What follows belongs to an exercise in optimizing a design on an open flow for small area, a short achievable clock period and few clock cycles per item; a production flow would make more cautious choices. In this exercise RTL edits were held to simulation tests only and were not proved equivalent to the original. Power is estimated from default activity; no workload was simulated.

[flow/config.mk]
export PLATFORM = sky130hd
export DESIGN_NAME = iso8601_utc_timestamp_parser_unit
export DESIGN_NICKNAME = iso8601_utc_timestamp_parser_unit
export VERILOG_FILES = /design/flow/design.v
export SDC_FILE = /design/flow/constraint.sdc
export NUM_CORES = 4
export LEC_CHECK = 0
export CAP_MARGIN = 20
export CORE_MARGIN = 2
export CORE_UTILIZATION = 30
export CTS_BUF_LIST = sky130_fd_sc_hd__clkbuf_8
export SETUP_SLACK_MARGIN = 3.0
export SLEW_MARGIN = 20
export TNS_END_PERCENT = 5
[flow/design.v]
`default_nettype none
package itsp_pkg;
   localparam int unsigned K_W = 23;   
   function automatic logic [K_W-1:0] ka(input logic [3:0] a);
      ka =
         (a == 4'd0) ? 23'd7669079 :
         (a == 4'd1) ? 23'd8034321 :
         (a == 4'd2) ? 23'd10956 :
         (a == 4'd3) ? 23'd376198 :
         (a == 4'd4) ? 23'd741441 :
         (a == 4'd5) ? 23'd1106683 :
         (a == 4'd6) ? 23'd1471926 :
         (a == 4'd7) ? 23'd1837168 :
         (a == 4'd8) ? 23'd2202411 :
         (a == 4'd9) ? 23'd2567653 :
         (a == 4'd10) ? 23'd2202411 :
         (a == 4'd11) ? 23'd2567653 :
         (a == 4'd12) ? 23'd2202411 :
         (a == 4'd13) ? 23'd2567653 :
         (a == 4'd14) ? 23'd2202411 :
         23'd2567653;
   endfunction
   function automatic logic [K_W-1:0] kb(input logic [3:0] b, input logic ao);
      kb =
         ({ao, b} == 5'd0) ? 23'd0 :
         ({ao, b} == 5'd1) ? 23'd36524 :
         ({ao, b} == 5'd2) ? 23'd73048 :
         ({ao, b} == 5'd3) ? 23'd109572 :
         ({ao, b} == 5'd4) ? 23'd146097 :
         ({ao, b} == 5'd5) ? 23'd182621 :
         ({ao, b} == 5'd6) ? 23'd219145 :
         ({ao, b} == 5'd7) ? 23'd255669 :
         ({ao, b} == 5'd8) ? 23'd292194 :
         ({ao, b} == 5'd9) ? 23'd328718 :
         ({ao, b} == 5'd10) ? 23'd292194 :
         ({ao, b} == 5'd11) ? 23'd328718 :
         ({ao, b} == 5'd12) ? 23'd292194 :
         ({ao, b} == 5'd13) ? 23'd328718 :
         ({ao, b} == 5'd14) ? 23'd292194 :
         ({ao, b} == 5'd15) ? 23'd328718 :
         ({ao, b} == 5'd16) ? 23'd0 :
         ({ao, b} == 5'd17) ? 23'd36524 :
         ({ao, b} == 5'd18) ? 23'd73049 :
         ({ao, b} == 5'd19) ? 23'd109573 :
         ({ao, b} == 5'd20) ? 23'd146097 :
         ({ao, b} == 5'd21) ? 23'd182621 :
         ({ao, b} == 5'd22) ? 23'd219146 :
         ({ao, b} == 5'd23) ? 23'd255670 :
         ({ao, b} == 5'd24) ? 23'd292194 :
         ({ao, b} == 5'd25) ? 23'd328718 :
         ({ao, b} == 5'd26) ? 23'd292194 :
         ({ao, b} == 5'd27) ? 23'd328718 :
         ({ao, b} == 5'd28) ? 23'd292194 :
         ({ao, b} == 5'd29) ? 23'd328718 :
         ({ao, b} == 5'd30) ? 23'd292194 :
         23'd328718;
   endfunction
   function automatic logic [K_W-1:0] kc(input logic [3:0] c);
      kc =
         (c == 4'd0) ? 23'd0 :
         (c == 4'd1) ? 23'd3652 :
         (c == 4'd2) ? 23'd7305 :
         (c == 4'd3) ? 23'd10957 :
         (c == 4'd4) ? 23'd14610 :
         (c == 4'd5) ? 23'd18262 :
         (c == 4'd6) ? 23'd21915 :
         (c == 4'd7) ? 23'd25567 :
         (c == 4'd8) ? 23'd29220 :
         (c == 4'd9) ? 23'd32872 :
         (c == 4'd10) ? 23'd29220 :
         (c == 4'd11) ? 23'd32872 :
         (c == 4'd12) ? 23'd29220 :
         (c == 4'd13) ? 23'd32872 :
         (c == 4'd14) ? 23'd29220 :
         23'd32872;
   endfunction
   function automatic logic [K_W-1:0] kd(input logic [3:0] d, input logic co);
      kd =
         ({co, d} == 5'd0) ? 23'd0 :
         ({co, d} == 5'd1) ? 23'd366 :
         ({co, d} == 5'd2) ? 23'd731 :
         ({co, d} == 5'd3) ? 23'd1096 :
         ({co, d} == 5'd4) ? 23'd1461 :
         ({co, d} == 5'd5) ? 23'd1827 :
         ({co, d} == 5'd6) ? 23'd2192 :
         ({co, d} == 5'd7) ? 23'd2557 :
         ({co, d} == 5'd8) ? 23'd2922 :
         ({co, d} == 5'd9) ? 23'd3288 :
         ({co, d} == 5'd10) ? 23'd2922 :
         ({co, d} == 5'd11) ? 23'd3288 :
         ({co, d} == 5'd12) ? 23'd2922 :
         ({co, d} == 5'd13) ? 23'd3288 :
         ({co, d} == 5'd14) ? 23'd2922 :
         ({co, d} == 5'd15) ? 23'd3288 :
         ({co, d} == 5'd16) ? 23'd1 :
         ({co, d} == 5'd17) ? 23'd366 :
         ({co, d} == 5'd18) ? 23'd731 :
         ({co, d} == 5'd19) ? 23'd1097 :
         ({co, d} == 5'd20) ? 23'd1462 :
         ({co, d} == 5'd21) ? 23'd1827 :
         ({co, d} == 5'd22) ? 23'd2192 :
         ({co, d} == 5'd23) ? 23'd2558 :
         ({co, d} == 5'd24) ? 23'd2923 :
         ({co, d} == 5'd25) ? 23'd3288 :
         ({co, d} == 5'd26) ? 23'd2923 :
         ({co, d} == 5'd27) ? 23'd3288 :
         ({co, d} == 5'd28) ? 23'd2923 :
         ({co, d} == 5'd29) ? 23'd3288 :
         ({co, d} == 5'd30) ? 23'd2923 :
         23'd3288;
   endfunction
   function automatic logic [K_W-1:0] kmon(input logic m1, input logic [3:0] m0, input logic lp);
      kmon =
         ({m1, m0, lp} == 6'd0) ? 23'd0 :
         ({m1, m0, lp} == 6'd1) ? 23'd0 :
         ({m1, m0, lp} == 6'd2) ? 23'd0 :
         ({m1, m0, lp} == 6'd3) ? 23'd0 :
         ({m1, m0, lp} == 6'd4) ? 23'd31 :
         ({m1, m0, lp} == 6'd5) ? 23'd31 :
         ({m1, m0, lp} == 6'd6) ? 23'd59 :
         ({m1, m0, lp} == 6'd7) ? 23'd60 :
         ({m1, m0, lp} == 6'd8) ? 23'd90 :
         ({m1, m0, lp} == 6'd9) ? 23'd91 :
         ({m1, m0, lp} == 6'd10) ? 23'd120 :
         ({m1, m0, lp} == 6'd11) ? 23'd121 :
         ({m1, m0, lp} == 6'd12) ? 23'd151 :
         ({m1, m0, lp} == 6'd13) ? 23'd152 :
         ({m1, m0, lp} == 6'd14) ? 23'd181 :
         ({m1, m0, lp} == 6'd15) ? 23'd182 :
         ({m1, m0, lp} == 6'd16) ? 23'd212 :
         ({m1, m0, lp} == 6'd17) ? 23'd213 :
         ({m1, m0, lp} == 6'd18) ? 23'd243 :
         ({m1, m0, lp} == 6'd19) ? 23'd244 :
         ({m1, m0, lp} == 6'd20) ? 23'd212 :
         ({m1, m0, lp} == 6'd21) ? 23'd213 :
         ({m1, m0, lp} == 6'd22) ? 23'd243 :
         ({m1, m0, lp} == 6'd23) ? 23'd244 :
         ({m1, m0, lp} == 6'd24) ? 23'd212 :
         ({m1, m0, lp} == 6'd25) ? 23'd213 :
         ({m1, m0, lp} == 6'd26) ? 23'd243 :
         ({m1, m0, lp} == 6'd27) ? 23'd244 :
         ({m1, m0, lp} == 6'd28) ? 23'd212 :
         ({m1, m0, lp} == 6'd29) ? 23'd213 :
         ({m1, m0, lp} == 6'd30) ? 23'd243 :
         ({m1, m0, lp} == 6'd31) ? 23'd244 :
         ({m1, m0, lp} == 6'd32) ? 23'd273 :
         ({m1, m0, lp} == 6'd33) ? 23'd274 :
         ({m1, m0, lp} == 6'd34) ? 23'd304 :
         ({m1, m0, lp} == 6'd35) ? 23'd305 :
         ({m1, m0, lp} == 6'd36) ? 23'd334 :
         ({m1, m0, lp} == 6'd37) ? 23'd335 :
         ({m1, m0, lp} == 6'd38) ? 23'd304 :
         ({m1, m0, lp} == 6'd39) ? 23'd305 :
         ({m1, m0, lp} == 6'd40) ? 23'd334 :
         ({m1, m0, lp} == 6'd41) ? 23'd335 :
         ({m1, m0, lp} == 6'd42) ? 23'd304 :
         ({m1, m0, lp} == 6'd43) ? 23'd305 :
         ({m1, m0, lp} == 6'd44) ? 23'd334 :
         ({m1, m0, lp} == 6'd45) ? 23'd335 :
         ({m1, m0, lp} == 6'd46) ? 23'd304 :
         ({m1, m0, lp} == 6'd47) ? 23'd305 :
         ({m1, m0, lp} == 6'd48) ? 23'd334 :
         ({m1, m0, lp} == 6'd49) ? 23'd335 :
         ({m1, m0, lp} == 6'd50) ? 23'd304 :
         ({m1, m0, lp} == 6'd51) ? 23'd305 :
         ({m1, m0, lp} == 6'd52) ? 23'd334 :
         ({m1, m0, lp} == 6'd53) ? 23'd335 :
         ({m1, m0, lp} == 6'd54) ? 23'd304 :
         ({m1, m0, lp} == 6'd55) ? 23'd305 :
         ({m1, m0, lp} == 6'd56) ? 23'd334 :
         ({m1, m0, lp} == 6'd57) ? 23'd335 :
         ({m1, m0, lp} == 6'd58) ? 23'd304 :
         ({m1, m0, lp} == 6'd59) ? 23'd305 :
         ({m1, m0, lp} == 6'd60) ? 23'd334 :
         ({m1, m0, lp} == 6'd61) ? 23'd335 :
         ({m1, m0, lp} == 6'd62) ? 23'd304 :
         23'd305;
   endfunction
endpackage
`default_nettype wire
`default_nettype none
module itsp_add (
   input  wire logic [38:0] a,
   input  wire logic [38:0] b,
   output      logic [38:0] s
);
   logic [38:0] p0, g0;
   assign p0 = a ^ b;
   assign g0 = a & b;
   logic g1_1, p1_1, g1_2, p1_2, g1_3, p1_3, g1_4, p1_4;
   logic g1_5, p1_5, g1_6, p1_6, g1_7, p1_7, g1_8, p1_8;
   logic g1_9, p1_9, g1_10, p1_10, g1_11, p1_11, g1_12, p1_12;
   logic g1_13, p1_13, g1_14, p1_14, g1_15, p1_15, g1_16, p1_16;
   logic g1_17, p1_17, g1_18, p1_18, g1_19, p1_19, g1_20, p1_20;
   logic g1_21, p1_21, g1_22, p1_22, g1_23, p1_23, g1_24, p1_24;
   logic g1_25, p1_25, g1_26, p1_26, g1_27, p1_27, g1_28, p1_28;
   logic g1_29, p1_29, g1_30, p1_30, g1_31, p1_31, g1_32, p1_32;
   logic g1_33, p1_33, g1_34, p1_34, g1_35, p1_35, g1_36, p1_36;
   logic g1_37, p1_37, g1_38, p1_38, g2_2, p2_2, g2_3, p2_3;
   logic g2_4, p2_4, g2_5, p2_5, g2_6, p2_6, g2_7, p2_7;
   logic g2_8, p2_8, g2_9, p2_9, g2_10, p2_10, g2_11, p2_11;
   logic g2_12, p2_12, g2_13, p2_13, g2_14, p2_14, g2_15, p2_15;
   logic g2_16, p2_16, g2_17, p2_17, g2_18, p2_18, g2_19, p2_19;
   logic g2_20, p2_20, g2_21, p2_21, g2_22, p2_22, g2_23, p2_23;
   logic g2_24, p2_24, g2_25, p2_25, g2_26, p2_26, g2_27, p2_27;
   logic g2_28, p2_28, g2_29, p2_29, g2_30, p2_30, g2_31, p2_31;
   logic g2_32, p2_32, g2_33, p2_33, g2_34, p2_34, g2_35, p2_35;
   logic g2_36, p2_36, g2_37, p2_37, g2_38, p2_38, g3_4, p3_4;
   logic g3_5, p3_5, g3_6, p3_6, g3_7, p3_7, g3_8, p3_8;
   logic g3_9, p3_9, g3_10, p3_10, g3_11, p3_11, g3_12, p3_12;
   logic g3_13, p3_13, g3_14, p3_14, g3_15, p3_15, g3_16, p3_16;
   logic g3_17, p3_17, g3_18, p3_18, g3_19, p3_19, g3_20, p3_20;
   logic g3_21, p3_21, g3_22, p3_22, g3_23, p3_23, g3_24, p3_24;
   logic g3_25, p3_25, g3_26, p3_26, g3_27, p3_27, g3_28, p3_28;
   logic g3_29, p3_29, g3_30, p3_30, g3_31, p3_31, g3_32, p3_32;
   logic g3_33, p3_33, g3_34, p3_34, g3_35, p3_35, g3_36, p3_36;
   logic g3_37, p3_37, g3_38, p3_38, g4_8, p4_8, g4_9, p4_9;
   logic g4_10, p4_10, g4_11, p4_11, g4_12, p4_12, g4_13, p4_13;
   logic g4_14, p4_14, g4_15, p4_15, g4_16, p4_16, g4_17, p4_17;
   logic g4_18, p4_18, g4_19, p4_19, g4_20, p4_20, g4_21, p4_21;
   logic g4_22, p4_22, g4_23, p4_23, g4_24, p4_24, g4_25, p4_25;
   logic g4_26, p4_26, g4_27, p4_27, g4_28, p4_28, g4_29, p4_29;
   logic g4_30, p4_30, g4_31, p4_31, g4_32, p4_32, g4_33, p4_33;
   logic g4_34, p4_34, g4_35, p4_35, g4_36, p4_36, g4_37, p4_37;
   logic g4_38, p4_38, g5_16, g5_17, g5_18, g5_19, g5_20, g5_21;
   logic g5_22, g5_23, g5_24, g5_25, g5_26, g5_27, g5_28, g5_29;
   logic g5_30, g5_31, g5_32, p5_32, g5_33, p5_33, g5_34, p5_34;
   logic g5_35, p5_35, g5_36, p5_36, g5_37, p5_37, g5_38, p5_38;
   logic g6_32, g6_33, g6_34, g6_35, g6_36, g6_37, g6_38;
   assign g1_1 = g0[1] | (p0[1] & g0[0]);
   assign p1_1 = p0[1] & p0[0];
   assign g1_2 = g0[2] | (p0[2] & g0[1]);
   assign p1_2 = p0[2] & p0[1];
   assign g1_3 = g0[3] | (p0[3] & g0[2]);
   assign p1_3 = p0[3] & p0[2];
   assign g1_4 = g0[4] | (p0[4] & g0[3]);
   assign p1_4 = p0[4] & p0[3];
   assign g1_5 = g0[5] | (p0[5] & g0[4]);
   assign p1_5 = p0[5] & p0[4];
   assign g1_6 = g0[6] | (p0[6] & g0[5]);
   assign p1_6 = p0[6] & p0[5];
   assign g1_7 = g0[7] | (p0[7] & g0[6]);
   assign p1_7 = p0[7] & p0[6];
   assign g1_8 = g0[8] | (p0[8] & g0[7]);
   assign p1_8 = p0[8] & p0[7];
   assign g1_9 = g0[9] | (p0[9] & g0[8]);
   assign p1_9 = p0[9] & p0[8];
   assign g1_10 = g0[10] | (p0[10] & g0[9]);
   assign p1_10 = p0[10] & p0[9];
   assign g1_11 = g0[11] | (p0[11] & g0[10]);
   assign p1_11 = p0[11] & p0[10];
   assign g1_12 = g0[12] | (p0[12] & g0[11]);
   assign p1_12 = p0[12] & p0[11];
   assign g1_13 = g0[13] | (p0[13] & g0[12]);
   assign p1_13 = p0[13] & p0[12];
   assign g1_14 = g0[14] | (p0[14] & g0[13]);
   assign p1_14 = p0[14] & p0[13];
   assign g1_15 = g0[15] | (p0[15] & g0[14]);
   assign p1_15 = p0[15] & p0[14];
   assign g1_16 = g0[16] | (p0[16] & g0[15]);
   assign p1_16 = p0[16] & p0[15];
   assign g1_17 = g0[17] | (p0[17] & g0[16]);
   assign p1_17 = p0[17] & p0[16];
   assign g1_18 = g0[18] | (p0[18] & g0[17]);
   assign p1_18 = p0[18] & p0[17];
   assign g1_19 = g0[19] | (p0[19] & g0[18]);
   assign p1_19 = p0[19] & p0[18];
   assign g1_20 = g0[20] | (p0[20] & g0[19]);
   assign p1_20 = p0[20] & p0[19];
   assign g1_21 = g0[21] | (p0[21] & g0[20]);
   assign p1_21 = p0[21] & p0[20];
   assign g1_22 = g0[22] | (p0[22] & g0[21]);
   assign p1_22 = p0[22] & p0[21];
   assign g1_23 = g0[23] | (p0[23] & g0[22]);
   assign p1_23 = p0[23] & p0[22];
   assign g1_24 = g0[24] | (p0[24] & g0[23]);
   assign p1_24 = p0[24] & p0[23];
   assign g1_25 = g0[25] | (p0[25] & g0[24]);
   assign p1_25 = p0[25] & p0[24];
   assign g1_26 = g0[26] | (p0[26] & g0[25]);
   assign p1_26 = p0[26] & p0[25];
   assign g1_27 = g0[27] | (p0[27] & g0[26]);
   assign p1_27 = p0[27] & p0[26];
   assign g1_28 = g0[28] | (p0[28] & g0[27]);
   assign p1_28 = p0[28] & p0[27];
   assign g1_29 = g0[29] | (p0[29] & g0[28]);
   assign p1_29 = p0[29] & p0[28];
   assign g1_30 = g0[30] | (p0[30] & g0[29]);
   assign p1_30 = p0[30] & p0[29];
   assign g1_31 = g0[31] | (p0[31] & g0[30]);
   assign p1_31 = p0[31] & p0[30];
   assign g1_32 = g0[32] | (p0[32] & g0[31]);
   assign p1_32 = p0[32] & p0[31];
   assign g1_33 = g0[33] | (p0[33] & g0[32]);
   assign p1_33 = p0[33] & p0[32];
   assign g1_34 = g0[34] | (p0[34] & g0[33]);
   assign p1_34 = p0[34] & p0[33];
   assign g1_35 = g0[35] | (p0[35] & g0[34]);
   assign p1_35 = p0[35] & p0[34];
   assign g1_36 = g0[36] | (p0[36] & g0[35]);
   assign p1_36 = p0[36] & p0[35];
   assign g1_37 = g0[37] | (p0[37] & g0[36]);
   assign p1_37 = p0[37] & p0[36];
   assign g1_38 = g0[38] | (p0[38] & g0[37]);
   assign p1_38 = p0[38] & p0[37];
   assign g2_2 = g1_2 | (p1_2 & g0[0]);
   assign p2_2 = p1_2 & p0[0];
   assign g2_3 = g1_3 | (p1_3 & g1_1);
   assign p2_3 = p1_3 & p1_1;
   assign g2_4 = g1_4 | (p1_4 & g1_2);
   assign p2_4 = p1_4 & p1_2;
   assign g2_5 = g1_5 | (p1_5 & g1_3);
   assign p2_5 = p1_5 & p1_3;
   assign g2_6 = g1_6 | (p1_6 & g1_4);
   assign p2_6 = p1_6 & p1_4;
   assign g2_7 = g1_7 | (p1_7 & g1_5);
   assign p2_7 = p1_7 & p1_5;
   assign g2_8 = g1_8 | (p1_8 & g1_6);
   assign p2_8 = p1_8 & p1_6;
   assign g2_9 = g1_9 | (p1_9 & g1_7);
   assign p2_9 = p1_9 & p1_7;
   assign g2_10 = g1_10 | (p1_10 & g1_8);
   assign p2_10 = p1_10 & p1_8;
   assign g2_11 = g1_11 | (p1_11 & g1_9);
   assign p2_11 = p1_11 & p1_9;
   assign g2_12 = g1_12 | (p1_12 & g1_10);
   assign p2_12 = p1_12 & p1_10;
   assign g2_13 = g1_13 | (p1_13 & g1_11);
   assign p2_13 = p1_13 & p1_11;
   assign g2_14 = g1_14 | (p1_14 & g1_12);
   assign p2_14 = p1_14 & p1_12;
   assign g2_15 = g1_15 | (p1_15 & g1_13);
   assign p2_15 = p1_15 & p1_13;
   assign g2_16 = g1_16 | (p1_16 & g1_14);
   assign p2_16 = p1_16 & p1_14;
   assign g2_17 = g1_17 | (p1_17 & g1_15);
   assign p2_17 = p1_17 & p1_15;
   assign g2_18 = g1_18 | (p1_18 & g1_16);
   assign p2_18 = p1_18 & p1_16;
   assign g2_19 = g1_19 | (p1_19 & g1_17);
   assign p2_19 = p1_19 & p1_17;
   assign g2_20 = g1_20 | (p1_20 & g1_18);
   assign p2_20 = p1_20 & p1_18;
   assign g2_21 = g1_21 | (p1_21 & g1_19);
   assign p2_21 = p1_21 & p1_19;
   assign g2_22 = g1_22 | (p1_22 & g1_20);
   assign p2_22 = p1_22 & p1_20;
   assign g2_23 = g1_23 | (p1_23 & g1_21);
   assign p2_23 = p1_23 & p1_21;
   assign g2_24 = g1_24 | (p1_24 & g1_22);
   assign p2_24 = p1_24 & p1_22;
   assign g2_25 = g1_25 | (p1_25 & g1_23);
   assign p2_25 = p1_25 & p1_23;
   assign g2_26 = g1_26 | (p1_26 & g1_24);
   assign p2_26 = p1_26 & p1_24;
   assign g2_27 = g1_27 | (p1_27 & g1_25);
   assign p2_27 = p1_27 & p1_25;
   assign g2_28 = g1_28 | (p1_28 & g1_26);
   assign p2_28 = p1_28 & p1_26;
   assign g2_29 = g1_29 | (p1_29 & g1_27);
   assign p2_29 = p1_29 & p1_27;
   assign g2_30 = g1_30 | (p1_30 & g1_28);
   assign p2_30 = p1_30 & p1_28;
   assign g2_31 = g1_31 | (p1_31 & g1_29);
   assign p2_31 = p1_31 & p1_29;
   assign g2_32 = g1_32 | (p1_32 & g1_30);
   assign p2_32 = p1_32 & p1_30;
   assign g2_33 = g1_33 | (p1_33 & g1_31);
   assign p2_33 = p1_33 & p1_31;
   assign g2_34 = g1_34 | (p1_34 & g1_32);
   assign p2_34 = p1_34 & p1_32;
   assign g2_35 = g1_35 | (p1_35 & g1_33);
   assign p2_35 = p1_35 & p1_33;
   assign g2_36 = g1_36 | (p1_36 & g1_34);
   assign p2_36 = p1_36 & p1_34;
   assign g2_37 = g1_37 | (p1_37 & g1_35);
   assign p2_37 = p1_37 & p1_35;
   assign g2_38 = g1_38 | (p1_38 & g1_36);
   assign p2_38 = p1_38 & p1_36;
   assign g3_4 = g2_4 | (p2_4 & g0[0]);
   assign p3_4 = p2_4 & p0[0];
   assign g3_5 = g2_5 | (p2_5 & g1_1);
   assign p3_5 = p2_5 & p1_1;
   assign g3_6 = g2_6 | (p2_6 & g2_2);
   assign p3_6 = p2_6 & p2_2;
   assign g3_7 = g2_7 | (p2_7 & g2_3);
   assign p3_7 = p2_7 & p2_3;
   assign g3_8 = g2_8 | (p2_8 & g2_4);
   assign p3_8 = p2_8 & p2_4;
   assign g3_9 = g2_9 | (p2_9 & g2_5);
   assign p3_9 = p2_9 & p2_5;
   assign g3_10 = g2_10 | (p2_10 & g2_6);
   assign p3_10 = p2_10 & p2_6;
   assign g3_11 = g2_11 | (p2_11 & g2_7);
   assign p3_11 = p2_11 & p2_7;
   assign g3_12 = g2_12 | (p2_12 & g2_8);
   assign p3_12 = p2_12 & p2_8;
   assign g3_13 = g2_13 | (p2_13 & g2_9);
   assign p3_13 = p2_13 & p2_9;
   assign g3_14 = g2_14 | (p2_14 & g2_10);
   assign p3_14 = p2_14 & p2_10;
   assign g3_15 = g2_15 | (p2_15 & g2_11);
   assign p3_15 = p2_15 & p2_11;
   assign g3_16 = g2_16 | (p2_16 & g2_12);
   assign p3_16 = p2_16 & p2_12;
   assign g3_17 = g2_17 | (p2_17 & g2_13);
   assign p3_17 = p2_17 & p2_13;
   assign g3_18 = g2_18 | (p2_18 & g2_14);
   assign p3_18 = p2_18 & p2_14;
   assign g3_19 = g2_19 | (p2_19 & g2_15);
   assign p3_19 = p2_19 & p2_15;
   assign g3_20 = g2_20 | (p2_20 & g2_16);
   assign p3_20 = p2_20 & p2_16;
   assign g3_21 = g2_21 | (p2_21 & g2_17);
   assign p3_21 = p2_21 & p2_17;
   assign g3_22 = g2_22 | (p2_22 & g2_18);
   assign p3_22 = p2_22 & p2_18;
   assign g3_23 = g2_23 | (p2_23 & g2_19);
   assign p3_23 = p2_23 & p2_19;
   assign g3_24 = g2_24 | (p2_24 & g2_20);
   assign p3_24 = p2_24 & p2_20;
   assign g3_25 = g2_25 | (p2_25 & g2_21);
   assign p3_25 = p2_25 & p2_21;
   assign g3_26 = g2_26 | (p2_26 & g2_22);
   assign p3_26 = p2_26 & p2_22;
   assign g3_27 = g2_27 | (p2_27 & g2_23);
   assign p3_27 = p2_27 & p2_23;
   assign g3_28 = g2_28 | (p2_28 & g2_24);
   assign p3_28 = p2_28 & p2_24;
   assign g3_29 = g2_29 | (p2_29 & g2_25);
   assign p3_29 = p2_29 & p2_25;
   assign g3_30 = g2_30 | (p2_30 & g2_26);
   assign p3_30 = p2_30 & p2_26;
   assign g3_31 = g2_31 | (p2_31 & g2_27);
   assign p3_31 = p2_31 & p2_27;
   assign g3_32 = g2_32 | (p2_32 & g2_28);
   assign p3_32 = p2_32 & p2_28;
   assign g3_33 = g2_33 | (p2_33 & g2_29);
   assign p3_33 = p2_33 & p2_29;
   assign g3_34 = g2_34 | (p2_34 & g2_30);
   assign p3_34 = p2_34 & p2_30;
   assign g3_35 = g2_35 | (p2_35 & g2_31);
   assign p3_35 = p2_35 & p2_31;
   assign g3_36 = g2_36 | (p2_36 & g2_32);
   assign p3_36 = p2_36 & p2_32;
   assign g3_37 = g2_37 | (p2_37 & g2_33);
   assign p3_37 = p2_37 & p2_33;
   assign g3_38 = g2_38 | (p2_38 & g2_34);
   assign p3_38 = p2_38 & p2_34;
   assign g4_8 = g3_8 | (p3_8 & g0[0]);
   assign p4_8 = p3_8 & p0[0];
   assign g4_9 = g3_9 | (p3_9 & g1_1);
   assign p4_9 = p3_9 & p1_1;
   assign g4_10 = g3_10 | (p3_10 & g2_2);
   assign p4_10 = p3_10 & p2_2;
   assign g4_11 = g3_11 | (p3_11 & g2_3);
   assign p4_11 = p3_11 & p2_3;
   assign g4_12 = g3_12 | (p3_12 & g3_4);
   assign p4_12 = p3_12 & p3_4;
   assign g4_13 = g3_13 | (p3_13 & g3_5);
   assign p4_13 = p3_13 & p3_5;
   assign g4_14 = g3_14 | (p3_14 & g3_6);
   assign p4_14 = p3_14 & p3_6;
   assign g4_15 = g3_15 | (p3_15 & g3_7);
   assign p4_15 = p3_15 & p3_7;
   assign g4_16 = g3_16 | (p3_16 & g3_8);
   assign p4_16 = p3_16 & p3_8;
   assign g4_17 = g3_17 | (p3_17 & g3_9);
   assign p4_17 = p3_17 & p3_9;
   assign g4_18 = g3_18 | (p3_18 & g3_10);
   assign p4_18 = p3_18 & p3_10;
   assign g4_19 = g3_19 | (p3_19 & g3_11);
   assign p4_19 = p3_19 & p3_11;
   assign g4_20 = g3_20 | (p3_20 & g3_12);
   assign p4_20 = p3_20 & p3_12;
   assign g4_21 = g3_21 | (p3_21 & g3_13);
   assign p4_21 = p3_21 & p3_13;
   assign g4_22 = g3_22 | (p3_22 & g3_14);
   assign p4_22 = p3_22 & p3_14;
   assign g4_23 = g3_23 | (p3_23 & g3_15);
   assign p4_23 = p3_23 & p3_15;
   assign g4_24 = g3_24 | (p3_24 & g3_16);
   assign p4_24 = p3_24 & p3_16;
   assign g4_25 = g3_25 | (p3_25 & g3_17);
   assign p4_25 = p3_25 & p3_17;
   assign g4_26 = g3_26 | (p3_26 & g3_18);
   assign p4_26 = p3_26 & p3_18;
   assign g4_27 = g3_27 | (p3_27 & g3_19);
   assign p4_27 = p3_27 & p3_19;
   assign g4_28 = g3_28 | (p3_28 & g3_20);
   assign p4_28 = p3_28 & p3_20;
   assign g4_29 = g3_29 | (p3_29 & g3_21);
   assign p4_29 = p3_29 & p3_21;
   assign g4_30 = g3_30 | (p3_30 & g3_22);
   assign p4_30 = p3_30 & p3_22;
   assign g4_31 = g3_31 | (p3_31 & g3_23);
   assign p4_31 = p3_31 & p3_23;
   assign g4_32 = g3_32 | (p3_32 & g3_24);
   assign p4_32 = p3_32 & p3_24;
   assign g4_33 = g3_33 | (p3_33 & g3_25);
   assign p4_33 = p3_33 & p3_25;
   assign g4_34 = g3_34 | (p3_34 & g3_26);
   assign p4_34 = p3_34 & p3_26;
   assign g4_35 = g3_35 | (p3_35 & g3_27);
   assign p4_35 = p3_35 & p3_27;
   assign g4_36 = g3_36 | (p3_36 & g3_28);
   assign p4_36 = p3_36 & p3_28;
   assign g4_37 = g3_37 | (p3_37 & g3_29);
   assign p4_37 = p3_37 & p3_29;
   assign g4_38 = g3_38 | (p3_38 & g3_30);
   assign p4_38 = p3_38 & p3_30;
   assign g5_16 = g4_16 | (p4_16 & g0[0]);
   assign g5_17 = g4_17 | (p4_17 & g1_1);
   assign g5_18 = g4_18 | (p4_18 & g2_2);
   assign g5_19 = g4_19 | (p4_19 & g2_3);
   assign g5_20 = g4_20 | (p4_20 & g3_4);
   assign g5_21 = g4_21 | (p4_21 & g3_5);
   assign g5_22 = g4_22 | (p4_22 & g3_6);
   assign g5_23 = g4_23 | (p4_23 & g3_7);
   assign g5_24 = g4_24 | (p4_24 & g4_8);
   assign g5_25 = g4_25 | (p4_25 & g4_9);
   assign g5_26 = g4_26 | (p4_26 & g4_10);
   assign g5_27 = g4_27 | (p4_27 & g4_11);
   assign g5_28 = g4_28 | (p4_28 & g4_12);
   assign g5_29 = g4_29 | (p4_29 & g4_13);
   assign g5_30 = g4_30 | (p4_30 & g4_14);
   assign g5_31 = g4_31 | (p4_31 & g4_15);
   assign g5_32 = g4_32 | (p4_32 & g4_16);
   assign p5_32 = p4_32 & p4_16;
   assign g5_33 = g4_33 | (p4_33 & g4_17);
   assign p5_33 = p4_33 & p4_17;
   assign g5_34 = g4_34 | (p4_34 & g4_18);
   assign p5_34 = p4_34 & p4_18;
   assign g5_35 = g4_35 | (p4_35 & g4_19);
   assign p5_35 = p4_35 & p4_19;
   assign g5_36 = g4_36 | (p4_36 & g4_20);
   assign p5_36 = p4_36 & p4_20;
   assign g5_37 = g4_37 | (p4_37 & g4_21);
   assign p5_37 = p4_37 & p4_21;
   assign g5_38 = g4_38 | (p4_38 & g4_22);
   assign p5_38 = p4_38 & p4_22;
   assign g6_32 = g5_32 | (p5_32 & g0[0]);
   assign g6_33 = g5_33 | (p5_33 & g1_1);
   assign g6_34 = g5_34 | (p5_34 & g2_2);
   assign g6_35 = g5_35 | (p5_35 & g2_3);
   assign g6_36 = g5_36 | (p5_36 & g3_4);
   assign g6_37 = g5_37 | (p5_37 & g3_5);
   assign g6_38 = g5_38 | (p5_38 & g3_6);
   assign s[0] = p0[0];
   assign s[1] = p0[1] ^ g0[0];
   assign s[2] = p0[2] ^ g1_1;
   assign s[3] = p0[3] ^ g2_2;
   assign s[4] = p0[4] ^ g2_3;
   assign s[5] = p0[5] ^ g3_4;
   assign s[6] = p0[6] ^ g3_5;
   assign s[7] = p0[7] ^ g3_6;
   assign s[8] = p0[8] ^ g3_7;
   assign s[9] = p0[9] ^ g4_8;
   assign s[10] = p0[10] ^ g4_9;
   assign s[11] = p0[11] ^ g4_10;
   assign s[12] = p0[12] ^ g4_11;
   assign s[13] = p0[13] ^ g4_12;
   assign s[14] = p0[14] ^ g4_13;
   assign s[15] = p0[15] ^ g4_14;
   assign s[16] = p0[16] ^ g4_15;
   assign s[17] = p0[17] ^ g5_16;
   assign s[18] = p0[18] ^ g5_17;
   assign s[19] = p0[19] ^ g5_18;
   assign s[20] = p0[20] ^ g5_19;
   assign s[21] = p0[21] ^ g5_20;
   assign s[22] = p0[22] ^ g5_21;
   assign s[23] = p0[23] ^ g5_22;
   assign s[24] = p0[24] ^ g5_23;
   assign s[25] = p0[25] ^ g5_24;
   assign s[26] = p0[26] ^ g5_25;
   assign s[27] = p0[27] ^ g5_26;
   assign s[28] = p0[28] ^ g5_27;
   assign s[29] = p0[29] ^ g5_28;
   assign s[30] = p0[30] ^ g5_29;
   assign s[31] = p0[31] ^ g5_30;
   assign s[32] = p0[32] ^ g5_31;
   assign s[33] = p0[33] ^ g6_32;
   assign s[34] = p0[34] ^ g6_33;
   assign s[35] = p0[35] ^ g6_34;
   assign s[36] = p0[36] ^ g6_35;
   assign s[37] = p0[37] ^ g6_36;
   assign s[38] = p0[38] ^ g6_37;
endmodule
`default_nettype wire
`default_nettype none
module iso8601_utc_timestamp_parser_unit (
   input  wire logic        clock,
   input  wire logic        reset,
   input  wire logic        req_tvalid,
   output      logic        req_tready,
   input  wire logic [7:0]  req_tdata,    
   input  wire logic        req_tlast,    
   output      logic        rsp_tvalid,
   input  wire logic        rsp_tready,
   output      logic [39:0] rsp_tdata,    
   output      logic        rsp_tuser     
);
   localparam int unsigned W = 39;
   logic       in_v, in_last;
   logic       in_p0;            
   logic       in_zend;          
   logic       in_lbad;          
   logic [3:0] in_lo;
   logic [1:0] in_hi;
   logic       st_ka, st_k, st_x24, st_x60;
   logic       st_a;             
   logic [4:0] pos;              
   logic [2:0] prv;              
   logic [itsp_pkg::K_W-1:0] kreg;    
   logic       aodd;             
   logic [1:0] hm4;              
   logic       codd, cz;         
   logic       lp;               
   logic [1:0] mcls;             
   logic       err;              
   logic       rv, rok;          
   logic [W-1:0] acc;
   logic consume, is_final, take, go;
   logic [4:0] pos_nx;
   logic isdig, isdash, iscolon, isT, isZ, bad, day_ok, ok;
   logic [3:0] dg;
   assign dg      = in_lo;
   assign isdig   = (in_hi == 2'd1) && (in_lo <= 4'd9);
   assign iscolon = (in_hi == 2'd1) && (in_lo == 4'hA);
   assign isdash  = (in_hi == 2'd2) && (in_lo == 4'hD);
   assign isT     = (in_hi == 2'd3) && (in_lo == 4'h4);
   assign isZ     = (in_hi == 2'd3) && (in_lo == 4'hA);
   assign consume    = in_v && (in_p0 || !rv);
   assign go         = in_v && !rv;    
   assign is_final   = go && in_last;
   assign req_tready = !in_v || in_p0 || !rv;
   assign take       = req_tvalid && req_tready;
   assign pos_nx     = !consume ? pos : (in_last ? 5'd0 : pos + 5'd1);
   always_ff @(posedge clock) begin
      if (reset)        in_v <= 1'b0;
      else if (take)    in_v <= 1'b1;
      else if (consume) in_v <= 1'b0;
      if (take) begin
         in_lo   <= req_tdata[3:0];
         in_last <= req_tlast;
         in_p0   <= (pos_nx == 5'd0) && !req_tlast;
         in_zend <= ((req_tdata & 8'hDF) == 8'h5A) && req_tlast && (pos_nx == 5'd19);
         in_lbad <= req_tlast && !(((req_tdata & 8'hDF) == 8'h5A) && (pos_nx == 5'd19));
         if (req_tdata[7:4] == 4'h3)                             in_hi <= 2'd1;
         else if (req_tdata[7:4] == 4'h2)                        in_hi <= 2'd2;
         else if (!req_tdata[7] && req_tdata[6] && req_tdata[4]) in_hi <= 2'd3;
         else                                                    in_hi <= 2'd0;
         st_ka   <= !req_tlast && (pos_nx == 5'd1);
         st_a    <= !req_tlast && ((pos_nx == 5'd1) || (pos_nx == 5'd11) || (pos_nx == 5'd14) ||
                                   (pos_nx == 5'd17));
         st_k    <= !req_tlast && ((pos_nx == 5'd2) || (pos_nx == 5'd3) || (pos_nx == 5'd4) ||
                                   (pos_nx == 5'd7) || (pos_nx == 5'd9) || (pos_nx == 5'd10) ||
                                   (pos_nx == 5'd12) || (pos_nx == 5'd13) ||
                                   (pos_nx == 5'd15) || (pos_nx == 5'd16) || (pos_nx == 5'd18));
         st_x24  <= !req_tlast && (pos_nx == 5'd11);
         st_x60  <= !req_tlast && ((pos_nx == 5'd14) || (pos_nx == 5'd17));
      end
   end
   always_comb begin
      case (prv[1:0])
         2'd0:    day_ok = (dg != 4'd0);
         2'd1:    day_ok = 1'b1;
         2'd2:    day_ok = (mcls != 2'd2) || (dg <= 4'd8) || lp;
         default: day_ok = (mcls == 2'd0) ? (dg <= 4'd1) : ((mcls == 2'd1) && (dg == 4'd0));
      endcase
   end
   always_comb begin
      case (pos)
         5'd0, 5'd1, 5'd2, 5'd3, 5'd15: bad = !isdig;
         5'd4, 5'd7:   bad = !isdash;
         5'd5:         bad = !isdig || (dg > 4'd1);
         5'd6:         bad = !isdig || (prv[0] ? (dg > 4'd2) : (dg == 4'd0));
         5'd8:         bad = !isdig || (dg > 4'd3);
         5'd9:         bad = !isdig || !day_ok;
         5'd10:        bad = !isT;
         5'd11:        bad = !isdig || (dg > 4'd2);
         5'd12:        bad = !isdig || (prv[1] && (dg > 4'd3));
         5'd13, 5'd16: bad = !iscolon;
         5'd14:        bad = !isdig || (dg > 4'd5);
         5'd17:        bad = !isdig || (dg > 4'd6);
         5'd18:        bad = !isdig || (prv[2] && prv[1] && (dg != 4'd0));
         5'd19:        bad = !isZ || !in_last;
         default:      bad = 1'b1;
      endcase
   end
   assign ok = !err && in_zend;
   logic [W-1:0] a_op, b_op, acc_nx;
   logic [itsp_pkg::K_W-1:0] kv;
   logic [6:0]   tens;
   logic         keep;
   assign tens = (dg[2:0] == 3'd0) ? 7'd0  : (dg[2:0] == 3'd1) ? 7'd10 :
                 (dg[2:0] == 3'd2) ? 7'd20 : (dg[2:0] == 3'd3) ? 7'd30 :
                 (dg[2:0] == 3'd4) ? 7'd40 : (dg[2:0] == 3'd5) ? 7'd50 :
                 (dg[2:0] == 3'd6) ? 7'd60 : 7'd70;
   assign kv = {itsp_pkg::K_W{go && (st_ka || st_k || (in_zend && !err))}} & kreg;
   assign keep = !(go && (st_a || in_lbad || (in_zend && err)));
   assign a_op = ({W{keep}} & acc) |
                 ({W{go && st_x24}} & (acc << 4)) |
                 ({W{go && st_x60}} & {acc[W-7:0], 6'd1});
   assign b_op = {{(W - itsp_pkg::K_W){go && st_ka && kreg[itsp_pkg::K_W-1]}}, kv} |
                 ({W{go && st_x24}} & (acc << 3)) |
                 ({W{go && st_x60}} & ~(acc << 2));
   itsp_add u_add (
      .a (a_op),
      .b (b_op),
      .s (acc_nx)
   );
   always_ff @(posedge clock) begin
      acc <= acc_nx;
      if (consume) begin
         prv <= dg[2:0];
         case (pos)
            5'd0: begin
               aodd <= dg[0];
               kreg <= itsp_pkg::ka(dg);
            end
            5'd1: begin
               hm4  <= {dg[1] ^ aodd, dg[0]};
               kreg <= itsp_pkg::kb(dg, aodd);
            end
            5'd2: begin
               codd <= dg[0];
               cz   <= (dg == 4'd0);
               kreg <= itsp_pkg::kc(dg);
            end
            5'd3: begin
               lp   <= (cz && (dg == 4'd0)) ? (hm4 == 2'd0) : ({dg[1] ^ codd, dg[0]} == 2'd0);
               kreg <= (dg == 4'd0) ? itsp_pkg::K_W'(codd || (cz && (hm4 != 2'd0)))
                                    : itsp_pkg::kd(dg, codd);
            end
            5'd8, 5'd11, 5'd14, 5'd17: kreg <= itsp_pkg::K_W'(tens);
            5'd9, 5'd12, 5'd15, 5'd18: kreg <= itsp_pkg::K_W'(dg);
            5'd6: begin
               kreg <= itsp_pkg::K_W'(itsp_pkg::kmon(prv[0], dg, lp));
               if (prv[0])                                            mcls <= (dg == 4'd1) ? 2'd1 : 2'd0;
               else if (dg == 4'd2)                                   mcls <= 2'd2;
               else if ((dg == 4'd4) || (dg == 4'd6) || (dg == 4'd9)) mcls <= 2'd1;
               else                                                   mcls <= 2'd0;
            end
            default: ;
         endcase
      end
      if (is_final) rok <= ok;
   end
   always_ff @(posedge clock) begin
      if (reset) begin
         pos <= '0;
         err <= 1'b0;
         rv  <= 1'b0;
      end else begin
         pos <= pos_nx;
         if (consume) err <= in_last ? 1'b0 : (err || bad);
         if (is_final)        rv <= 1'b1;
         else if (rsp_tready) rv <= 1'b0;
      end
   end
   assign rsp_tvalid = rv;
   assign rsp_tdata  = {1'b0, acc};
   assign rsp_tuser  = rok;
endmodule
`default_nettype wire
[flow/flow/run.sh]
#!/bin/bash
# The standard layout, with the port buffers made from the smallest buffer cell.
set -euo pipefail
export BUFFER_PORTS_ARGS="-buffer_cell sky130_fd_sc_hd__buf_1"
bash standard.sh > standard.log 2>&1
[flow/standard.sh]
#!/bin/bash
# synth_recipe.tcl (not shown) runs the flow's synth.tcl, then flattens the netlist and writes it again
# the make line also repeats each setting of config.mk as NAME=value (left out here)
make -C /OpenROAD-flow-scripts/flow DESIGN_CONFIG=/design/flow/config.mk WORK_HOME=/design/flow/orfs CLKGATE_MAP_FILE= SYNTH_SCRIPT=/design/flow/synth_recipe.tcl "${@:-finish}"
[flow/constraint.sdc]
create_clock -name core_clock -period 7.0 [get_ports {clock}]
set_input_delay 1.4000 -clock core_clock [delete_from_list [all_inputs] [get_ports {clock}]]
set_output_delay 1.4000 -clock core_clock [all_outputs]
set_load 0.01 [all_outputs]
==> results of run 1 <==
-- path summary, 6_finish.rpt --
path	from	end	cells after the start
worst max-delay path	in_zend$_DFFE_PP_	acc[37]$_DFF_P_	13
worst min-delay path	err$_SDFFE_PP0P_	err$_SDFFE_PP0P_	1
worst max register to register	in_zend$_DFFE_PP_	acc[37]$_DFF_P_	13
worst min register to register	err$_SDFFE_PP0P_	err$_SDFFE_PP0P_	1
-- power by group through the flow --
stage / Clock [mW] / Combinational (mW) / Sequential, mW
2_1_floorplan: 0 / 0.856 / 0.946
3_3_place_gp: 0 / 1.16 / 0.989
4_1_cts: 0.424 / 1.19 / 0.972
5_1_grt: 0.437 / 1.33 / 0.994
3_5_place_dp: 0 / 1.17 / 0.985
6_report: 0.403 / 1.19 / 0.975
-- sequential cells by signal (all words and copies together) (netlist names), 2 cells and up --
register / flops
acc: 39
hm4: 2
in_hi: 2
in_lo: 4
kreg: 23
mcls: 2
pos: 5
prv: 3
-- cells by family (layout without fill, tap and decap cells) --
group,count (synthesis),in the layout,share of synthesized area (%)
AOI/OAI and AO/OA,354,354,32.62
xor gates and xnor gates,39,39,4.329
muxes,4,4,0.5233
adders and majority gates,44,44,7.073
and+or+nand+nor,304,305,18.24
DFF,97,97,30.95
buffers and inverters,127,143,6.216
other,1,1,0.04753
-- through the flow --
| step | power (mW) | hold WS, ps |
|---|---|---|
| 3_5_place_dp | 2.159 | 500.7 |
| 6_report | 2.568 | 516.2 |
| 4_1_cts | 2.582 | 523.9 |
| 2_1_floorplan | 1.802 | 464.1 |
| 5_1_grt | 2.759 | 530.4 |
| 3_3_place_gp | 2.151 | 488.3 |
-- final cells by class --
cell class	instances	area, µm²
clock buffers	9	123.9
clock inverters	7	85.08
fillers	2733	17310
inverters	62	232.7
multi-input cells	747	5005
flip-flops and latches	97	2444
well taps	335	419.2
repair buffers	65	296.5
-- what timing repair did --
item                                    in CTS  in global routing
gates resized for setup                      6                  7
buffers inserted                             0                  2
cloned                                       1                  0
hold endpoints to repair                     0                  0
pin swaps                                    1                  0
endpoints found under the setup margin      14                 14
-- cell usage in the layout, fill, tap and decap left out, drive strengths merged, types with 35 or more instances in the layout --
| cell | n |
|---|---|
| o21ai | 51 |
| dfxtp | 47 |
| ha | 43 |
| a222oi | 35 |
| a21oi | 93 |
| buf | 65 |
| nand2 | 89 |
| inv | 64 |
| edfxtp | 50 |
| nor2 | 97 |
-- per-layer routing --
layer	GRT usage (%)	share of wire (%)	routed length [µm]
met5	0	0	0
met4	4.537	1.3	289
met3	2.693	7.3	1653
met2	24.25	45	10200
met1	22.78	46	10480
-- worst register-to-register path, cell delays in order, from the launching register on --
cell and delay (ps):
edfxtp_1 390, nor2b_1 170, o31a_4 390, a221o_1 340, ha_1 370, and3_4 200, a221oi_2 380, a21boi_2 120
o311a_4 400, o2bb2ai_4 190, a211oi_4 290, o311ai_1 150, a21oi_1 190, xnor2_1 130
==> results_dict.tcl, run 1 <==
set metrics [dict create \
    ys.flop_type "edfxtp_1" \
    io_pins 56 \
    finClkSkew_ps 12.02 \
    dp_cells 1303 \
    rsz0062_at_grt "false" \
    die_area_um2 27610 \
    antennaDiodeCount 0 \
    period_needed_ps 3767 \
    initial_core_util_pct 30.45 \
    power_density_nw_per_um2 298.4 \
    syn_inst 970 \
    crit_required_ps 7320 \
    clk_pin_slew_ps 90 \
    wirelength_um 22620 \
    antenna_found_initial 0 \
    dp_hpwl_um 15890 \
    synth.most_common_cell "nor2_1" \
    netlist_area_um2 7890 \
    cts-hold-fix-buffers 0 \
    drive_gt1_share_pct 5.876 \
    first_iter_violations 833 \
    hp-class "reg2reg" \
    clkSinkCount 97 \
    wl_per_cell_um 17.11 \
    finalWorstSetupSlack_ps 3233 \
    yosys.area.top_type "edfxtp_1" \
    place_area_um2 8327 \
    grt_pass1_wl_um 36450 \
    grt_usage_pct 15.81 \
    synth_edf_count 50 \
    timing.critical_path.from_type "register" \
    area_delta_synth_final_pct 9.071 \
    vdd_drop_max_uv 176.8 \
    setup_tns_ps 0 \
    cts_buffers 9 \
    ctsRootBufferMaster "clkbuf_8" \
    row_count 59 \
    combPwrFrac_pct 46.3 \
    clock_power_share_pct 15.7 \
    rrSetupSlack_ps 3230 \
    via_per_inst 5.758 \
    cts_tree "done" \
    hold_violations 0 \
    finalSetupViolations 0 \
    outcome "complete, no violations" \
    path_max_fanout 23 \
    die_h_um 166.2 \
    ant_nets 0 \
    synth.area.top_cells "edfxtp_1, dfxtp_1, ha_1, a21oi_1, nor2_1" \
    synth_area_per_cell_um2 8.134 \
    cp_data_arrival_time_ps 4090 \
    htreeDepth 3 \
    first_pass_iters 8 \
    cp_top_family "compound AO/OA/AOI/OAI gates" \
    yosysUniqueCellTypes 77 \
    vias 7612 \
    ys_seq_area_share_pct 30.95 \
    cp-end-kind "register" \
    path_class "reg2reg" \
    ys_ff_latch 97 \
    syn-num-nets 1027 \
    drv_slew 0 \
    max_slew_margin_pct 49.30 \
    grt_pass1_vias 6941 \
    clockBufferDepth 2 \
    worst_pin_slew_ps 757.7 \
    core_um2 25910 \
    ys_async_sr_fraction_pct 0 \
    min_period_over_period_pct 53.81 \
    drc_errors 0 \
    switchingPower_mw 1.111 \
    cap_violations 0 \
    p_leak_nw 3.281 \
    clock_latency_ps 390 \
    utilization_pct 33.21 \
    synth_top_area_share_pct 19.03 \
    final_nets 1039 \
    fmax_mhz 265.5 \
    synth_common_cells "nor2_1, a21oi_1, nand2_1" \
    worst-path-buf-inv 0 \
    fin_cells 1322 \
    pre_cts_ws_ps 2650 \
    dieWidth_um 166.2 \
    grt.overflow.total 0 \
    pwr-share-seq_pct 38.0 \
    internal_power_mw 1.457 \
    swShare_pct 43.25 \
    fin_area_um2 8606 \
    place.gp.congestion 0.8988 \
    slowest_delay_ps 400 \
    path_cells "nor2b_1, o31a_4, a221o_1, ha_1, and3_4, a221oi_2, a21boi_2, o311a_4, o2bb2ai_4, a211oi_4, o311ai_1, a21oi_1, xnor2_1" \
    slowest_stage "o311a_4" \
    grt_max_degree 56 \
    port_buffers 54 \
    yosysWarnings 1 \
]
Testbench counts, summed over its fixed seeds: cycles 32,016, items 1,600.
==> inputs of run 2 (changes only) <==
--- a/flow/design.v
+++ b/flow/design.v
@@ -636,6 +636,18 @@
    assign req_tready = !in_v || in_p0 || !rv;
    assign take       = req_tvalid && req_tready;
    assign pos_nx     = !consume ? pos : (in_last ? 5'd0 : pos + 5'd1);
+   logic zend_new, lbad_new, ka_new, a_new, k_new, x24_new, x60_new;
+   assign zend_new = ((req_tdata & 8'hDF) == 8'h5A) && req_tlast && (pos_nx == 5'd19);
+   assign lbad_new = req_tlast && !(((req_tdata & 8'hDF) == 8'h5A) && (pos_nx == 5'd19));
+   assign ka_new   = !req_tlast && (pos_nx == 5'd1);
+   assign a_new    = !req_tlast && ((pos_nx == 5'd1) || (pos_nx == 5'd11) || (pos_nx == 5'd14) ||
+                                    (pos_nx == 5'd17));
+   assign k_new    = !req_tlast && ((pos_nx == 5'd2) || (pos_nx == 5'd3) || (pos_nx == 5'd4) ||
+                                    (pos_nx == 5'd7) || (pos_nx == 5'd9) || (pos_nx == 5'd10) ||
+                                    (pos_nx == 5'd12) || (pos_nx == 5'd13) ||
+                                    (pos_nx == 5'd15) || (pos_nx == 5'd16) || (pos_nx == 5'd18));
+   assign x24_new  = !req_tlast && (pos_nx == 5'd11);
+   assign x60_new  = !req_tlast && ((pos_nx == 5'd14) || (pos_nx == 5'd17));
    always_ff @(posedge clock) begin
       if (reset)        in_v <= 1'b0;
       else if (take)    in_v <= 1'b1;
@@ -644,21 +656,17 @@
          in_lo   <= req_tdata[3:0];
          in_last <= req_tlast;
          in_p0   <= (pos_nx == 5'd0) && !req_tlast;
-         in_zend <= ((req_tdata & 8'hDF) == 8'h5A) && req_tlast && (pos_nx == 5'd19);
-         in_lbad <= req_tlast && !(((req_tdata & 8'hDF) == 8'h5A) && (pos_nx == 5'd19));
+         in_zend <= zend_new;
+         in_lbad <= lbad_new;
          if (req_tdata[7:4] == 4'h3)                             in_hi <= 2'd1;
          else if (req_tdata[7:4] == 4'h2)                        in_hi <= 2'd2;
          else if (!req_tdata[7] && req_tdata[6] && req_tdata[4]) in_hi <= 2'd3;
          else                                                    in_hi <= 2'd0;
-         st_ka   <= !req_tlast && (pos_nx == 5'd1);
-         st_a    <= !req_tlast && ((pos_nx == 5'd1) || (pos_nx == 5'd11) || (pos_nx == 5'd14) ||
-                                   (pos_nx == 5'd17));
-         st_k    <= !req_tlast && ((pos_nx == 5'd2) || (pos_nx == 5'd3) || (pos_nx == 5'd4) ||
-                                   (pos_nx == 5'd7) || (pos_nx == 5'd9) || (pos_nx == 5'd10) ||
-                                   (pos_nx == 5'd12) || (pos_nx == 5'd13) ||
-                                   (pos_nx == 5'd15) || (pos_nx == 5'd16) || (pos_nx == 5'd18));
-         st_x24  <= !req_tlast && (pos_nx == 5'd11);
-         st_x60  <= !req_tlast && ((pos_nx == 5'd14) || (pos_nx == 5'd17));
+         st_ka   <= ka_new;
+         st_a    <= a_new;
+         st_k    <= k_new;
+         st_x24  <= x24_new;
+         st_x60  <= x60_new;
       end
    end
    always_comb begin
@@ -697,14 +705,28 @@
                  (dg[2:0] == 3'd2) ? 7'd20 : (dg[2:0] == 3'd3) ? 7'd30 :
                  (dg[2:0] == 3'd4) ? 7'd40 : (dg[2:0] == 3'd5) ? 7'd50 :
                  (dg[2:0] == 3'd6) ? 7'd60 : 7'd70;
-   assign kv = {itsp_pkg::K_W{go && (st_ka || st_k || (in_zend && !err))}} & kreg;
-   assign keep = !(go && (st_a || in_lbad || (in_zend && err)));
-   assign a_op = ({W{keep}} & acc) |
-                 ({W{go && st_x24}} & (acc << 4)) |
-                 ({W{go && st_x60}} & {acc[W-7:0], 6'd1});
-   assign b_op = {{(W - itsp_pkg::K_W){go && st_ka && kreg[itsp_pkg::K_W-1]}}, kv} |
-                 ({W{go && st_x24}} & (acc << 3)) |
-                 ({W{go && st_x60}} & ~(acc << 2));
+   logic in_v_nx, rv_nx, err_nx, go_nx;
+   logic s_keep, s_kv, s_sx, s_x24, s_x60;
+   assign in_v_nx = !reset && (take || (in_v && !consume));
+   assign rv_nx   = !reset && (is_final || (rv && !rsp_tready));
+   assign err_nx  = !reset && (consume ? (!in_last && (err || bad)) : err);
+   assign go_nx   = in_v_nx && !rv_nx;
+   always_ff @(posedge clock) begin
+      s_keep <= !(go_nx && (take ? (a_new || lbad_new || (zend_new && err_nx))
+                                 : (st_a || in_lbad || (in_zend && err_nx))));
+      s_kv   <= go_nx && (take ? (ka_new || k_new || (zend_new && !err_nx))
+                               : (st_ka || st_k || (in_zend && !err_nx)));
+      s_sx   <= go_nx && (take ? ka_new : st_ka);
+      s_x24  <= go_nx && (take ? x24_new : st_x24);
+      s_x60  <= go_nx && (take ? x60_new : st_x60);
+   end
+   assign kv = {itsp_pkg::K_W{s_kv}} & kreg;
+   assign a_op = ({W{s_keep}} & acc) |
+                 ({W{s_x24}} & (acc << 4)) |
+                 ({W{s_x60}} & {acc[W-7:0], 6'd1});
+   assign b_op = {{(W - itsp_pkg::K_W){s_sx && kreg[itsp_pkg::K_W-1]}}, kv} |
+                 ({W{s_x24}} & (acc << 3)) |
+                 ({W{s_x60}} & ~(acc << 2));
    itsp_add u_add (
       .a (a_op),
       .b (b_op),
--- a/flow/config.mk
+++ b/flow/config.mk
@@ -9,6 +9,6 @@
 export CORE_MARGIN = 2
 export CORE_UTILIZATION = 30
 export CTS_BUF_LIST = sky130_fd_sc_hd__clkbuf_8
-export SETUP_SLACK_MARGIN = 3.0
+export SETUP_SLACK_MARGIN = 3.5
 export SLEW_MARGIN = 20
 export TNS_END_PERCENT = 5
==> results_dict.tcl, run 2 <==
set metrics [dict create \
    outcome "complete, no violations" \
    cts-hold-fix-buffers 0 \
    ys.flop_type "dfxtp_1" \
    max_slew_margin_pct 40.06 \
    utilization_pct 34.55 \
    rrSetupSlack_ps 3550 \
    rsz0062_at_grt "true" \
    vdd_drop_max_uv 130.4 \
    fin_cells 1354 \
    setup_tns_ps 0 \
    cp-end-kind "register" \
    largest_register_ffs 39 \
    top_register "acc" \
    r2r-start "s_x60$_DFF_P_" \
    cap_violations 0 \
    io_pins 56 \
    vias 7764 \
    r2r_cells 14 \
    netlist_area_um2 7960 \
    grt_pass1_vias 6990 \
    path_max_fanout 19 \
    yosys.area.top_type "edfxtp_1" \
    crit_required_ps 7340 \
    synth_edf_count 47 \
    via_per_inst 5.734 \
    clock_power_share_pct 22.6 \
    grt_pass1_wl_um 37020 \
    row_count 59 \
    synth_common_cells "nand2_1, a21oi_1, o21ai_0" \
    period_needed_ps 3450 \
    synth_top_area_share_pct 17.73 \
    dieWidth_um 166.9 \
    dp_hpwl_um 15870 \
    slowest_stage "or4b_1" \
    p_total_mw 1.809 \
    yosysUniqueCellTypes 87 \
    finalSetupViolations 0 \
    final_common_cell "nand2_1" \
    synth.area.top_cells "edfxtp_1, dfxtp_1, ha_1, a21oi_1, o21ai_0" \
    pwr-share-seq_pct 47.7 \
    ys_ff_latch 102 \
    die_h_um 166.9 \
    first_pass_iters 7 \
    grt.overflow.total 0 \
    grt_usage_pct 15.97 \
    worst_pin_slew_ps 897.9 \
    fill_cells 2711 \
    wirelength_um 23320 \
    synth.most_common_cell "nand2_1" \
    initial_core_util_pct 30.55 \
    reg_top3 "acc: 39 flops, kreg: 23 flops, pos: 5 flops" \
    internal_power_mw 1.104 \
    hp-class "reg2reg" \
    htreeDepth 3 \
    min_period_over_period_pct 49.29 \
    first_iter_violations 950 \
    synth_area_per_cell_um2 8.148 \
    ys_async_sr_fraction_pct 0 \
    ctsRootBufferMaster "clkbuf_8" \
    hold_violations 0 \
    critical_path.startpoint "s_x60$_DFF_P_" \
    ys_seq_area_share_pct 31.56 \
    min_from "st_x60$_DFF_P_" \
    drv_slew 0 \
    final_cell_mix "nand2_1, a21oi_1, nor2_1" \
    cp_data_arrival_time_ps 3800 \
    die_area_um2 27850 \
    drc_errors 0 \
    crit_path_end "acc[37]$_DFF_P_" \
    finClkSkew_ps 10.47 \
    final_nets 1071 \
    grt_max_degree 62 \
    crit_top_cell "o211ai_1" \
    syn-num-nets 1034 \
    place.gp.congestion 0.8744 \
    power_density_nw_per_um2 201.0 \
    slowest_delay_ps 480 \
    clk_pin_slew_ps 110 \
    swShare_pct 38.98 \
    path_cells "buf_12, a222oi_1, inv_1, ha_1, a21o_1, a2bb2oi_1, o211ai_1, buf_4, a31oi_4, o211ai_1, a21oi_2, o311ai_4, or4b_1, nand3_1" \
    fmax_mhz 289.8 \
    switchingPower_mw 0.7052 \
    p_leak_nw 3.605 \
    port_buffers 54 \
    antennaDiodeCount 0 \
    syn_inst 977 \
    clock_latency_ps 400 \
    timing.critical_path.from_type "register" \
    cts_buffers 9 \
    area_delta_synth_final_pct 13.09 \
    cts_tree "done" \
    path_class "reg2reg" \
    clockBufferDepth 2 \
    dp_cells 1314 \
    r2r-end "acc[37]$_DFF_P_" \
    core_um2 26060 \
    antenna_found_initial 0 \
    drive_gt1_share_pct 9.912 \
    combPwrFrac_pct 29.7 \
    wl_per_cell_um 17.23 \
    yosysWarnings 1 \
    clkSinkCount 102 \
    ant_nets 0 \
]
-- run 2: changes by cell type in the layout (fill, tap and decap cells not counted), moves of 10 or more --
cell / change
a21o_1: +10
inv_1: -21
a221o_1: -24
o21ai_0: +21
buf_4: +11
o21ai_1: +11
nand2_1: +10
nor2_1: -24
a22oi_1: +30
a222oi_1: -13
-- run 2: logic make-up (layout without fill, tap and decap cells) --
| logic type | count (synthesis) | in the layout | synth area share [%] |
|---|---|---|---|
| simple gates | 297 | 297 | 18.69 |
| buf+inv | 105 | 147 | 5.391 |
| other cells | 1 | 1 | 0.04711 |
| xor+xnor | 39 | 39 | 4.291 |
| fa+ha+maj | 44 | 44 | 7.010 |
| mux | 4 | 4 | 0.5344 |
| flops | 102 | 102 | 31.56 |
| compound gates | 385 | 385 | 32.47 |
-- run 2: worst max-delay path: cells and delay by family, from the launching register on --
| kind | cells | cell delay (ps) |
|---|---|---|
| AOI/OAI and AO/OA | 8 | 1670 |
| and+or+nand+nor | 2 | 550 |
| buffers and inverters | 3 | 410 |
| DFF | 1 | 380 |
| adders and majority gates | 1 | 370 |
-- run 2: area by class of cell --
cell class,instances,area [µm²],share of cell area [%]
clock buffers,9,123.9,1.376
clock inverters,7,90.09,1.001
inverters,45,172.7,1.918
multi-input cells,770,5164,57.36
flip-flops and latches,102,2521,28.01
well taps,335,419.2,4.656
repair buffers,82,484.2,5.379
repair inverters,4,27.53,0.3058
-- run 2: metrics by stage --
stage	worst slack [ps]	instance area [µm²]	hold WS, ps
2_1_floorplan	3587	7960	410.0
6_report	3550	9002	460.8
3_5_place_dp	2456	8387	443.2
4_1_cts	3496	8746	468.5
3_3_place_gp	2515	8387	427.9
5_1_grt	3459	9002	492.8
-- run 2: how the worst min path moves through the flow --
stage / end / slack, ps / depth (start not counted)
3_5_place_dp: st_x60$_DFF_P_ / 440 / 2
2_1_floorplan: st_x24$_DFF_P_ / 410 / 2
4_1_cts: st_x60$_DFF_P_ / 470 / 2
5_1_grt: st_x60$_DFF_P_ / 490 / 2
6_report: st_x60$_DFF_P_ / 460 / 2
3_3_place_gp: st_x60$_DFF_P_ / 430 / 2
-- run 2: power groups by stage --
| stage | Clock (mW) | Combinational (mW) | Sequential, mW |
|---|---|---|---|
| final | 0.409 | 0.537 | 0.864 |
| after global routing | 0.448 | 0.596 | 0.878 |
| after CTS | 0.430 | 0.507 | 0.858 |
| after detailed placement | 0 | 0.502 | 0.871 |
| after global placement | 0 | 0.497 | 0.877 |
| after floorplan | 0 | 0.337 | 0.843 |
-- run 2: repair_timing --
action	in CTS	in global routing
setup buffers	4	15
cloned	4	1
pin swaps	4	20
resized for setup	18	30
setup endpoints to repair	25	10
-- run 2: routing by layer --
metal	track usage, %	wire (µm)	up-vias
met1	23.15	10980	3646
met2	24.21	10340	330
li1	-	-	3757
met4	4.910	402	0
met5	0	0	-
met3	2.590	1597	31
Testbench counts of run 2, summed over its fixed seeds: cycles 32,016, items 1,600.
==> inputs of run 3 (changes only) <==
==> flow/flow/run.sh (replaced) <==
#!/bin/bash
# The standard layout, with the port buffers made from the smallest buffer cell and timing
# repair that sizes gates and buffers nets but does not clone gates.
set -euo pipefail
export BUFFER_PORTS_ARGS="-buffer_cell sky130_fd_sc_hd__buf_1"
export SKIP_GATE_CLONING=1
bash standard.sh > standard.log 2>&1
==> results_dict.tcl, run 3 <==
set metrics [dict create \
    outcome "complete, no violations" \
    io_pins 56 \
    final_nets 1069 \
    hold_violations 0 \
    syn-num-nets 1034 \
    clk_pin_slew_ps 110 \
    synth.mux.area_fraction_pct 0.5344 \
    synthXorXnorAreaFrac_pct 4.291 \
    area_delta_synth_final_pct 13.27 \
    power_density_nw_per_um2 202.4 \
    ctsRootBufferMaster "clkbuf_8" \
    slowest_stage "or4b_1" \
    row_count 59 \
    yosysUniqueCellTypes 87 \
    synth_area_per_cell_um2 8.148 \
    reg_top3 "acc: 39 flops, kreg: 23 flops, pos: 5 flops" \
    switchingPower_mw 0.7105 \
    antenna_found_initial 0 \
    dp_hpwl_um 15870 \
    vdd_drop_max_uv 137.4 \
    synth_top_area_share_pct 17.73 \
    crit_top_cell "o211ai_1" \
    cts_tree "done" \
    worst_pin_slew_ps 887.6 \
    grt_pass1_vias 6964 \
    setup_tns_ps 0 \
    pre_cts_ws_ps 2456 \
    hp-class "reg2reg" \
    grt_pass1_wl_um 36840 \
    core_um2 26060 \
    htreeDepth 3 \
    worst-path-buf-inv 4 \
    clockBufferDepth 2 \
    ant_nets 0 \
    first_iter_violations 940 \
    p_total_mw 1.825 \
    wirelength_um 23290 \
    ys_async_sr_fraction_pct 0 \
    finalWorstSetupSlack_ps 3555 \
    netlist_area_um2 7960 \
    path_class "reg2reg" \
    rsz0062_at_grt "true" \
    max_slew_margin_pct 40.75 \
    p_leak_nw 3.577 \
    utilization_pct 34.60 \
    final_common_cell "nand2_1" \
    cp_top_family "compound AO/OA/AOI/OAI gates" \
    synth.area.top_cells "edfxtp_1, dfxtp_1, ha_1, a21oi_1, o21ai_0" \
    die_h_um 166.9 \
    synth-adder-area-share_pct 7.010 \
    slowest_delay_ps 480 \
    drc_errors 0 \
    initial_core_util_pct 30.55 \
    fmax_mhz 290.3 \
    fin_area_um2 9016 \
    dieWidth_um 166.9 \
    hold_ws_ps 459.1 \
    internal_power_mw 1.114 \
    place.gp.congestion 0.8744 \
    ys_seq_area_share_pct 31.56 \
    synth_compound_area_share_pct 32.47 \
    finClkSkew_ps 15.44 \
    yosysWarnings 1 \
    dp_cells 1314 \
    clock_power_share_pct 22.4 \
    via_per_inst 5.747 \
    wl_per_cell_um 17.23 \
    crit_required_ps 7350 \
    synth_common_cells "nand2_1, a21oi_1, o21ai_0" \
    pwr-share-seq_pct 47.4 \
    port_buffers 54 \
    clkSinkCount 102 \
    min_period_over_period_pct 49.21 \
    rrSetupSlack_ps 3550 \
    cts_buffers 9 \
    ys.flop_type "dfxtp_1" \
    grt_usage_pct 15.90 \
    grt_max_degree 62 \
    fin_cells 1352 \
    clock_latency_ps 400 \
    top_register "acc" \
    synth_edf_count 47 \
    antennaDiodeCount 0 \
    place_area_um2 8387 \
    cp_data_arrival_time_ps 3790 \
    ys_ff_latch 102 \
    cap_violations 0 \
    die_area_um2 27850 \
    syn_inst 977 \
    synth.most_common_cell "nand2_1" \
    largest_register_ffs 39 \
    finalSetupViolations 0 \
    vias 7770 \
    path_max_fanout 18 \
    drv_slew 0 \
    swShare_pct 38.93 \
    yosys.area.top_type "edfxtp_1" \
    yosys.area_share.simple_pct 18.69 \
    timing.critical_path.from_type "register" \
    grt.overflow.total 0 \
    period_needed_ps 3445 \
    drive_gt1_share_pct 9.833 \
    combPwrFrac_pct 30.2 \
    path_cells "buf_12, clkinvlp_4, buf_4, nand2_1, ha_1, a211o_1, o211ai_1, o211ai_1, buf_4, a31oi_4, o211ai_1, a21oi_2, o311ai_2, or4b_1, nand3_1" \
    final_cell_mix "nand2_1, a21oi_1, nor2_1" \
    cp-end-kind "register" \
    first_pass_iters 9 \
    synth_top_family_by_area "compound AO/OA/AOI/OAI gates" \
]
## run 3: changes by cell type in the layout (fill, tap and decap cells not counted), sizes merged
cell	before	now
clkinvlp	7	3
clkbuf	10	9
buf	81	84
## run 3: timing repair
item                       4_1_cts  5_1_grt
buffers inserted                10       12
resized for setup               17       34
pin swaps                        8       20
setup endpoints to repair       25       12
hold buffers                     0        0
## run 3: area by class of cell
class / count / area [µm²]
fillers: 2705 / 17040
multi-input cells: 770 / 5194
flip-flops and latches: 102 / 2520
repair buffers: 84 / 496.7
well taps: 335 / 419.2
inverters: 45 / 172.7
clock buffers: 9 / 123.9
clock inverters: 7 / 90.09
## run 3: worst reg2reg max path, delay by kind of cell (launching register included)
kind                       cells  cell delay, ps
AOI/OAI and AO/OA              7            1410
and+or+nand+nor                3             680
buffers and inverters          4             670
DFF                            1             370
adders and majority gates      1             280
## run 3: power groups by stage
stage	Combinational, mW	Clock, mW	Sequential (mW)
final	0.552	0.409	0.864
after global routing	0.609	0.448	0.878
after CTS	0.510	0.430	0.858
after detailed placement	0.502	0	0.871
after global placement	0.497	0	0.877
after floorplan	0.337	0	0.843
## run 3: per-layer routing
| metal | track usage [%] | routed length, µm | vias up |
|---|---|---|---|
| met2 | 24.33 | 10440 | 318 |
| met5 | 0 | 0 | - |
| li1 | - | - | 3756 |
| met4 | 4.723 | 332 | 0 |
| met1 | 23.00 | 10910 | 3673 |
| met3 | 2.495 | 1606 | 23 |
## run 3: logic make-up after synthesis
family	after synthesis
AO/OA/AOI/OAI	385
AND/OR/NAND/NOR	297
buffers and inverters	105
flip-flops	102
adder cells (fa/ha/maj)	44
XOR/XNOR	39
multiplexers	4
other	1
## run 3: worst paths after layout
kind / end / from / cells after the start
worst min-delay path: st_x60$_DFF_P_ / st_x60$_DFF_P_ / 2
worst max register to register: acc[37]$_DFF_P_ / s_x60$_DFF_P_ / 15
worst max-delay path: acc[37]$_DFF_P_ / s_x60$_DFF_P_ / 15
worst min register to register: st_x60$_DFF_P_ / st_x60$_DFF_P_ / 2

Re-timed with assumed drivers on the ports (clkbuf_16 on the clock, buf_2 on other inputs), run 3 has 3.555 ns of setup slack against 3.555 ns with ideal ports, and 3.555 ns once port delays also move by the mid clock arrival of 0.427 ns.
